Background: an optimization exercise with open tools, aiming at small area. Do not read the settings as production practice. Where RTL was checked, it was by simulation tests only, not by an equivalence proof against the original. Power figures rest on the tool's default switching activity, not on a simulated workload.

==> 01-05 <==
==> flow/design.v <==
package font_cell_sched_pkg;
    localparam int unsigned C_COLS   = 16;
    localparam int unsigned C_ROWS   = 12;
    localparam int unsigned C_CELL_W = 5;
    localparam int unsigned C_CELLS  = C_COLS * C_ROWS;
    typedef enum logic {
        IDLE  = 1'b0,
        CLEAR = 1'b1
    } state_e;
endpackage
module font_cell_rr_arb (
    input  logic       clk,
    input  logic       rst,
    input  logic       en,
    input  logic [1:0] req,
    output logic [1:0] gnt
);
    logic ptr_q;
    always_comb begin
        gnt = 2'b00;
        if (en) begin
            case (req)
                2'b01:   gnt = 2'b01;
                2'b10:   gnt = 2'b10;
                2'b11:   gnt = ptr_q ? 2'b10 : 2'b01;
                default: gnt = 2'b00;
            endcase
        end
    end
    always_ff @(posedge clk) begin
        if (rst) begin
            ptr_q <= 1'b0;
        end else if (gnt[0]) begin
            ptr_q <= 1'b1;
        end else if (gnt[1]) begin
            ptr_q <= 1'b0;
        end
    end
endmodule
module font_cell_sched #(
    parameter logic [8:0]  C_VLOAD = 9'd0,
    parameter int unsigned C_CELLS = font_cell_sched_pkg::C_CELLS
) (
    input  logic                          CK_i,
    input  logic                          RST_i,
    input  logic                          PX_CK_EE_i,
    input  logic [8:0]                    VCTRs_i,
    input  logic                          A_VLD_i,
    output logic                          A_RDY_o,
    input  logic [7:0]                    A_IDXs_i,
    input  logic [4:0]                    A_CODEs_i,
    input  logic                          B_VLD_i,
    output logic                          B_RDY_o,
    input  logic [7:0]                    B_IDXs_i,
    input  logic [4:0]                    B_CODEs_i,
    input  logic                          CLR_i,
    output logic [C_CELLS*font_cell_sched_pkg::C_CELL_W-1:0] DATss_o,
    output logic                          LOAD_o,
    output logic                          BUSY_o,
    output logic                          ERR_o
);
    localparam int unsigned C_CELL_W = font_cell_sched_pkg::C_CELL_W;
    localparam int unsigned AW = $clog2(C_CELLS);
    localparam logic [AW-1:0] LAST = AW'(C_CELLS - 1);
    font_cell_sched_pkg::state_e state_q;
    logic [AW-1:0]   cnt_q;
    logic            pend_q;
    logic            load_q;
    logic            err_q;
    logic [8:0]      vprev_q;
    logic [C_CELL_W-1:0] shadow_q [C_CELLS];
    logic [C_CELL_W-1:0] disp_q   [C_CELLS];
    logic            idle;
    logic            arb_en;
    logic [1:0]      gnt;
    logic            wr_en;
    logic            wr_ok;
    logic [7:0]      wr_idx;
    logic [4:0]      wr_code;
    logic            commit_evt;
    logic            do_commit;
    assign idle   = (state_q == font_cell_sched_pkg::IDLE);
    assign arb_en = idle && !RST_i;
    font_cell_rr_arb u_arb (
        .clk (CK_i),
        .rst (RST_i),
        .en  (arb_en),
        .req ({B_VLD_i, A_VLD_i}),
        .gnt (gnt)
    );
    assign A_RDY_o = gnt[0];
    assign B_RDY_o = gnt[1];
    assign wr_en   = |gnt;
    assign wr_idx  = gnt[1] ? B_IDXs_i  : A_IDXs_i;
    assign wr_code = gnt[1] ? B_CODEs_i : A_CODEs_i;
    assign wr_ok   = 32'(wr_idx) < C_CELLS;
    assign commit_evt = PX_CK_EE_i && (VCTRs_i == C_VLOAD) && (VCTRs_i != vprev_q);
    assign do_commit  = idle && (commit_evt || pend_q);
    always_ff @(posedge CK_i) begin
        if (RST_i) begin
            state_q <= font_cell_sched_pkg::IDLE;
            cnt_q   <= '0;
            pend_q  <= 1'b0;
            load_q  <= 1'b0;
            err_q   <= 1'b0;
            vprev_q <= '0;
        end else begin
            load_q <= do_commit;
            if (PX_CK_EE_i) begin
                vprev_q <= VCTRs_i;
            end
            if (wr_en && !wr_ok) begin
                err_q <= 1'b1;
            end
            case (state_q)
                font_cell_sched_pkg::IDLE: begin
                    pend_q <= 1'b0;
                    if (CLR_i) begin
                        state_q <= font_cell_sched_pkg::CLEAR;
                        cnt_q   <= '0;
                    end
                end
                font_cell_sched_pkg::CLEAR: begin
                    if (commit_evt) begin
                        pend_q <= 1'b1;
                    end
                    if (cnt_q == LAST) begin
                        state_q <= font_cell_sched_pkg::IDLE;
                        cnt_q   <= '0;
                    end else begin
                        cnt_q <= cnt_q + 1'b1;
                    end
                end
                default: state_q <= font_cell_sched_pkg::IDLE;
            endcase
        end
    end
    always_ff @(posedge CK_i) begin
        if (RST_i) begin
            for (int i = 0; i < C_CELLS; i++) begin
                shadow_q[i] <= '0;
                disp_q[i]   <= '0;
            end
        end else begin
            if (do_commit) begin
                for (int i = 0; i < C_CELLS; i++) begin
                    disp_q[i] <= shadow_q[i];
                end
            end
            if (idle) begin
                if (wr_en && wr_ok) begin
                    shadow_q[wr_idx[AW-1:0]] <= wr_code;
                end
            end else begin
                shadow_q[cnt_q] <= '0;
            end
        end
    end
    always_comb begin
        DATss_o = '0;
        for (int i = 0; i < C_CELLS; i++) begin
            DATss_o[i*C_CELL_W +: C_CELL_W] = disp_q[i];
        end
    end
    assign LOAD_o = load_q;
    assign BUSY_o = (state_q == font_cell_sched_pkg::CLEAR);
    assign ERR_o  = err_q;
endmodule
==> flow/run.sh <==
#!/bin/bash
# synth_recipe.tcl (not shown) runs the flow's synth.tcl, then flattens the netlist and writes it again
# the make line also repeats each setting of config.mk as NAME=value (left out here)
make -C /OpenROAD-flow-scripts/flow DESIGN_CONFIG=/design/flow/config.mk WORK_HOME=/design/flow/orfs CLKGATE_MAP_FILE= SYNTH_SCRIPT=/design/flow/synth_recipe.tcl finish
==> flow/config.mk <==
export PLATFORM = sky130hd
export DESIGN_NAME = font_cell_sched
export DESIGN_NICKNAME = font_cell_sched
export VERILOG_FILES = /design/flow/design.v
export SDC_FILE = /design/flow/constraint.sdc
export NUM_CORES = 4
export LEC_CHECK = 0
export CAP_MARGIN = 20
export CORE_MARGIN = 2
export CORE_UTILIZATION = 40
export SLEW_MARGIN = 20
==> flow/constraint.sdc <==
create_clock -name core_clock -period 5.0 [get_ports {CK_i}]
set_input_delay 1.0000 -clock core_clock [delete_from_list [all_inputs] [get_ports {CK_i}]]
set_output_delay 1.0000 -clock core_clock [all_outputs]
set_load 0.01 [all_outputs]
==> 05-06 (differences from 01-05) <==
==> flow/design.v, changed modules only <==
module font_cell_rr_arb (
    input  logic       clk,
    input  logic       rst,
    input  logic       en,
    input  logic [1:0] req,
    output logic [1:0] gnt
);
    logic ptr_q;
    assign gnt[0] = en & req[0] & (~req[1] | ~ptr_q);
    assign gnt[1] = en & req[1] & (~req[0] |  ptr_q);
    always_ff @(posedge clk) begin
        if (rst) begin
            ptr_q <= 1'b0;
        end else if (gnt[0]) begin
            ptr_q <= 1'b1;
        end else if (gnt[1]) begin
            ptr_q <= 1'b0;
        end
    end
endmodule
module font_cell_sched #(
    parameter logic [8:0]  C_VLOAD = 9'd0,
    parameter int unsigned C_CELLS = font_cell_sched_pkg::C_CELLS
) (
    input  logic                          CK_i,
    input  logic                          RST_i,
    input  logic                          PX_CK_EE_i,
    input  logic [8:0]                    VCTRs_i,
    input  logic                          A_VLD_i,
    output logic                          A_RDY_o,
    input  logic [7:0]                    A_IDXs_i,
    input  logic [4:0]                    A_CODEs_i,
    input  logic                          B_VLD_i,
    output logic                          B_RDY_o,
    input  logic [7:0]                    B_IDXs_i,
    input  logic [4:0]                    B_CODEs_i,
    input  logic                          CLR_i,
    output logic [C_CELLS*font_cell_sched_pkg::C_CELL_W-1:0] DATss_o,
    output logic                          LOAD_o,
    output logic                          BUSY_o,
    output logic                          ERR_o
);
    localparam int unsigned C_CELL_W = font_cell_sched_pkg::C_CELL_W;
    localparam int unsigned AW = $clog2(C_CELLS);
    localparam logic [AW-1:0] LAST = AW'(C_CELLS - 1);
    logic            busy_q;      
    logic [AW-1:0]   cnt_q;       
    logic            pend_q;
    logic            load_q;
    logic            err_q;
    logic            vatl_q;      
    logic            arb_en;
    logic [1:0]      gnt;
    logic            wr_en;
    logic [7:0]      wr_idx;
    logic [4:0]      wr_code;
    logic            at_load;
    logic            commit_evt;
    logic            do_commit;
    logic            clr_last;
    logic            sh_zero;
    logic            dsel_new;
    logic            dsel_old;
    assign arb_en = !busy_q && !RST_i;
    font_cell_rr_arb u_arb (
        .clk (CK_i),
        .rst (RST_i),
        .en  (arb_en),
        .req ({B_VLD_i, A_VLD_i}),
        .gnt (gnt)
    );
    assign A_RDY_o = gnt[0];
    assign B_RDY_o = gnt[1];
    assign wr_en   = |gnt;
    assign wr_idx  = gnt[1] ? B_IDXs_i  : A_IDXs_i;
    assign wr_code = gnt[1] ? B_CODEs_i : A_CODEs_i;
    assign at_load    = (VCTRs_i == C_VLOAD);
    assign commit_evt = PX_CK_EE_i && at_load && !vatl_q;
    assign do_commit  = !busy_q && (commit_evt || pend_q);
    assign clr_last = busy_q && (cnt_q == LAST);
    always_ff @(posedge CK_i) begin
        if (RST_i) begin
            busy_q <= 1'b0;
            pend_q <= 1'b0;
            load_q <= 1'b0;
            err_q  <= 1'b0;
            vatl_q <= (C_VLOAD == 9'd0);
        end else begin
            load_q <= do_commit;
            if (PX_CK_EE_i) begin
                vatl_q <= at_load;
            end
            if (wr_en && !(32'(wr_idx) < C_CELLS)) begin
                err_q <= 1'b1;
            end
            if (!busy_q) begin
                pend_q <= 1'b0;
                if (CLR_i) begin
                    busy_q <= 1'b1;
                end
            end else begin
                if (commit_evt) begin
                    pend_q <= 1'b1;
                end
                if (clr_last) begin
                    busy_q <= 1'b0;
                end
            end
        end
    end
    always_ff @(posedge CK_i) begin
        cnt_q <= busy_q ? cnt_q + 1'b1 : '0;
    end
    assign sh_zero = RST_i || clr_last;
    assign dsel_new = do_commit && !RST_i;
    assign dsel_old = !do_commit && !RST_i;
    for (genvar i = 0; i < C_CELLS; i++) begin : g_cell
        logic wsel;
        logic hsel;
        assign wsel = wr_en && (wr_idx == 8'(i));
        assign hsel = !(wsel || sh_zero);
        font_cell_slot u_slot (
            .clk      (CK_i),
            .wsel     (wsel),
            .hsel     (hsel),
            .code     (wr_code),
            .dsel_new (dsel_new),
            .dsel_old (dsel_old),
            .disp     (DATss_o[i*C_CELL_W +: C_CELL_W])
        );
    end
    assign LOAD_o = load_q;
    assign BUSY_o = busy_q;
    assign ERR_o  = err_q;
endmodule
module font_cell_slot #(
    parameter int unsigned W = font_cell_sched_pkg::C_CELL_W
) (
    input  logic         clk,
    input  logic         wsel,       
    input  logic         hsel,       
    input  logic [W-1:0] code,
    input  logic         dsel_new,   
    input  logic         dsel_old,   
    output logic [W-1:0] disp
);
    logic [W-1:0] shadow_q;
    logic [W-1:0] disp_q;
    always_ff @(posedge clk) begin
        shadow_q <= ({W{wsel}} & code) | ({W{hsel}} & shadow_q);
        disp_q   <= ({W{dsel_new}} & shadow_q) | ({W{dsel_old}} & disp_q);
    end
    assign disp = disp_q;
endmodule
==> flow/flow/run.sh (new file) <==
#!/bin/bash
# The standard layout (standard.sh: standard synthesis through finish), with
# two changes:
# - the port buffers that global placement inserts on every input and output are
#   buf_1 cells instead of the resizer's default pick;
# - clock tree synthesis clusters up to 30 flip-flops per leaf buffer and inserts
#   no dummy loads.
set -o pipefail
bash standard.sh \
  "BUFFER_PORTS_ARGS=-buffer_cell sky130_fd_sc_hd__buf_1" \
  "CTS_ARGS=-sink_clustering_enable -repair_clock_nets -dont_use_dummy_load -sink_clustering_size 30 -sink_clustering_max_diameter 100" \
  finish > standard.log 2>&1
==> flow/standard.sh (new file) <==
#!/bin/bash
# synth_recipe.tcl (not shown) runs the flow's synth.tcl, then flattens the netlist and writes it again
# the make line also repeats each setting of config.mk as NAME=value (left out here)
make -C /OpenROAD-flow-scripts/flow DESIGN_CONFIG=/design/flow/config.mk WORK_HOME=/design/flow/orfs CLKGATE_MAP_FILE= SYNTH_SCRIPT=/design/flow/synth_recipe.tcl "${@:-finish}"
Settings changed: SYNTH_HIERARCHICAL from default to 1.
removed: flow/run.sh
==> qor summary <==
Net total in the final layout: 05-06 5692; 01-05 7857
Hold path start: 05-06 g_cell[29].u_slot.shadow_q[4]; 01-05 DATss_o[715]
Core Footprint: 05-06 146000 um^2; 01-05 174000 um^2
Fill cell instance count of the final layout: 05-06 13245; 01-05 15627
Met1 layer usage reported by global route: 05-06 0.360; 01-05 0.367
Synth Net Count: 05-06 4548; 01-05 6950
DRC violation total after the first TritonRoute iteration: 05-06 3793; 01-05 6108
Buffers outside the clock class: 05-06 1152; 01-05 1255
Critical path class: 05-06 reg -> out; 01-05 in -> out
Share of cell area taken by multi-input logic gates: 05-06 0.295; 01-05 0.217
Highest clock frequency the design can meet: 05-06 0.259 GHz; 01-05 0.238 GHz
Post-synth top area cell: 05-06 dfxtp_1; 01-05 edfxtp_1
Combinational-cell power consumption: 05-06 971 uW; 01-05 1.30 mW
Number of warnings issued by yosys: 05-06 9; 01-05 3
Flop2flop setup slack: 05-06 1210 ps; 01-05 940 ps
Number of antenna repair diodes: 05-06 3; 01-05 18
Total die area: 05-06 150000 um^2; 01-05 179000 um^2
Worst Hold Margin: 05-06 421 ps; 01-05 453 ps
Number of sinks driven by the clock tree: 05-06 1934; 01-05 1942
Largest clock skew in the final design: 05-06 101 ps; 01-05 67.8 ps
Run status: 05-06 no timing/DRC/antenna violations; 01-05 no timing/DRC/antenna violations
Tightest slew margin relative to the limit: 05-06 0.265; 01-05 0.324
Final worst setup slack: 05-06 1140 ps; 01-05 793 ps
Max stage delay cell, worst path: 05-06 a21oi_4; 01-05 clkdlybuf4s50_1
Fraction of the mapped netlist area in compound gates: 05-06 0.311; 01-05 0.0983
Area grow syn2layout: 05-06 16.5%; 01-05 28.6%
The RTL of 01-05 was laid out without a check of its function.

separate check: timing with driven ports:
The flow's constraints put no driver on any port. The routed layouts listed below were extracted and timed again, unchanged, in two steps. Step 1 assumes that a clkbuf_16 drives the clock port and a buf_2 every other input. Step 2 adds t to the input delays and takes it off the output delays; t is the mean of the earliest and latest rising clock arrival at the registers after step 1. Input paths then give back, and output paths get back, about the clock's delay inside the block. a / b / c = ideal ports / drivers / drivers and shift; a / b = the first two.
run | t (ns) | slack for setup (ns) | worst setup path at the end | pins driven straight from the clock port
01-05 | 0.911 | 0.793 / 0.761 / 0.107 | input to register | 1
05-06 | 0.742 | 1.139 / 1.063 / 0.590 | input to register | 1
After both steps every run listed still meets setup and hold. The setup slack of 01-05, which loses most, moves by -0.032 ns with the drivers and by -0.686 ns with both steps.
